This design comes from an exercise in tuning for small area and few clock cycles per item on the open sky130 flow, not from production work.
Only simulation tests tie the RTL to the original design; equivalence was not proved.

// pid_regulator_deadband_clamp
module pid_regulator_deadband_clamp #(
  parameter int GAIN_FRAC_BITS = 8,
  parameter int SUM_WIDTH      = 32
) (
  input  logic                                clk,
  input  logic                                rst,
  input  logic                                cfg_we,
  input  logic [prdc_pkg::CFG_IDX_W-1:0]      cfg_index,
  input  logic [prdc_pkg::CFG_DATA_W-1:0]     cfg_data,
  input  logic                                in_valid,
  output logic                                in_stall,
  input  logic [2*prdc_pkg::DATA_W-1:0]       in_data,
  output logic                                out_valid,
  input  logic                                out_stall,
  output logic [prdc_pkg::DATA_W:0]           out_data
);
clock: 10.0 ns
lec_check: 0
cap_margin: 20
core_margin: 2
core_utilization: 50
gpl_timing_driven: 0
slew_margin: 20
synth_hierarchical: 1
synth_minimum_keep_size: 0
run.sh (not shown) runs the stock make flow with config.mk's settings and CLKGATE_MAP_FILE= SYNTH_SCRIPT=/design/flow/synth_recipe.tcl, a recipe that flattens the netlist after the stock synthesis.
Testbench counts at the start, summed over its fixed seeds: cycles 16,676, items 16,384.
Rerun with:
- CORE_UTILIZATION: 50 -> 65
- GPL_TIMING_DRIVEN: 0 -> default
After rerunning: The changed run finished clean; maximum frequency went up slightly; final area went down slightly; register-to-register slack improves by 0.34 ns; final cell count went down by a little under a tenth; utilization went up by 15 points; sequential share of layout area went up by 0.21 points.

========
Setup of build 17:
pid_regulator_deadband_clamp, a different RTL version from the one above (not shown whole).
Size in the first run: roughly 3000 cells after synthesis, ~190 flip-flops, roughly 33000 sq um of cells after synthesis.
make LEC_CHECK=0 CAP_MARGIN=20 CORE_MARGIN=2 CORE_UTILIZATION=55 CTS_BUF_LIST=sky130_fd_sc_hd__clkbuf_8 CTS_CLUSTER_SIZE=7 SLEW_MARGIN=20 SYNTH_HIERARCHICAL=1 SYNTH_MINIMUM_KEEP_SIZE=0 finish   # period 10.0 ns
Testbench counts of build 17, summed over its fixed seeds: cycles 16,676, items 16,384.
Setup changes, build 17 to build 33
- CORE_UTILIZATION now 65, was 55
### Flow results
Build 33 ends up with a share of layout cells above drive strength 1 that is 0.44 points lower than in build 17.
In build 33 the final area turned out 0.75% lower than in build 17.
The met2 capacity usage during global routing in build 33 sits 6.5 points above the value recorded for build 17.
Number of clock sinks: build 33 vs build 17, no meaningful difference
Cmp build 33 and build 17 / clock period minus final worst setup slack / higher: build 33
Per the comparison of build 33 with build 17, HPWL after detailed placement moved down, worst setup slack after layout dropped 170 ps, layout overhead on the synthesized area decreased by 0.82 points relative to the old numbers, global-route usage now larger.
Build 17 -> build 33: via count of the first global-routing pass increased slightly
Worst hold slack: build 33 vs build 17 — no meaningful difference
Input-level comparison between build 89 and build 33:
- changing CORE_UTILIZATION from 65 to 75
Notes after the runs:
Compared with build 33, build 89 ends up with a smaller final cell area.
Looking at placed instance area, build 89 sits 0.73% below build 33.
Build 89 reports its library cell contributing the largest single delay on the critical path as sky130_fd_sc_hd__o22ai_2 while build 33 reports sky130_fd_sc_hd__edfxtp_1.
Buffer count excluding the clock tree in the final layout of build 89 falls short of that of build 33 by a few percent.
Build 89 reached the end of the flow, and the finished layout is clean on the timing, design-rule and antenna checks.
Compared with build 33, build 89 shows final cell count that has gone down by a few percent.
Of build 33 and build 89, the run reporting the lower floorplan die area was build 89.
In the flow results for build 33 and build 89, the share of the core filled with cells in the final layout is larger on build 89.
Relative to build 33, the final hold slack of build 89 is higher by 22 ps.
Going from build 33 to build 89, number of tapcells shrank by more than 10%.
Compared with build 33, build 89 shows a lower post-route worst setup slack.
The inputs of build 85 differ from those of build 89 as listed below.
- ABC_AREA: unset -> 1
Notes after the runs:
Build 85 reached the end of the flow, and the finished layout is clean on the timing, design-rule and antenna checks. Build 89 reports its kind of critical path as flop to flop while build 85 reports primary input to flop. Multi-input gate count: build 85 vs build 89 up 121. Build 85 vs. build 89: worst-skew pair later-pin latency neither gained nor lost much; average instance area after synthesis moved down; via count picked up an extra about 8%; share of post-route cells with drive strength above 1 -5.8 points. In the reports for build 85 and build 89, the smaller cell area after synthesis belongs to build 85. In build 85 relative to build 89, critical path depth had gone down by more than 10%.
The following lists how build 32 was set up differently from build 85:
- swapping 75 for 65 in CORE_UTILIZATION
Findings:
Compared with build 85, build 32 shows count of plain and timing-repair buffers higher by 12. Achievable frequency (lower): build 32. Between build 85 and build 32, the register share of the cell area figures differ only marginally. In the metrics for build 32 and build 85, the one carrying the higher first-iteration DRC count is build 85. Build 32 vs build 85 — instance area after placement climbed slightly. Compared with build 85, in build 32 number of antenna violations at the first check in global routing lower, least setup slack across all paths after layout lower. Changes observed in build 32 relative to build 85: number of clock buffers in the layout flat.

-- re-timing with driven ports --
The flow's constraints put no driver on any port. The routed layouts listed below were extracted and timed again, unchanged, in two steps. Step 1, drivers: a clkbuf_16 drives clk and a buf_2 each remaining input, both assumed. Step 2 times the ports against the registers' clock, not the clock port: input delays grow and output delays shrink by t, the midpoint of the rising clock arrivals with the driver on. Slacks: no drivers / after step 1 / after step 2; pairs: no drivers / after step 1.
| run | t (ns) | setup slack, ns | cell pins on the clock port's net |
|---|---|---|---|
| the first run of note 1 | 0.514 | 0.149 / 0.086 / -0.110 | 1 |
| the second run of note 1 | 0.505 | 0.239 / 0.183 / 0.107 | 1 |
| build 17 | 0.540 | 0.410 / 0.410 / 0.059 | 1 |
| build 33 | 0.540 | 0.241 / 0.241 / 0.113 | 1 |
| build 89 | 0.543 | 0.110 / 0.110 / -0.068 | 1 |
| build 85 | 0.557 | 0.647 / 0.687 / 0.130 | 1 |
| build 32 | 0.540 | 0.578 / 0.578 / 0.212 | 1 |
With both steps, setup timing fails in the first run of note 1 and build 89, where it was met with ideal ports. The setup slack of build 85, which loses most, moves by +0.040 ns with the drivers and by -0.517 ns with both steps.
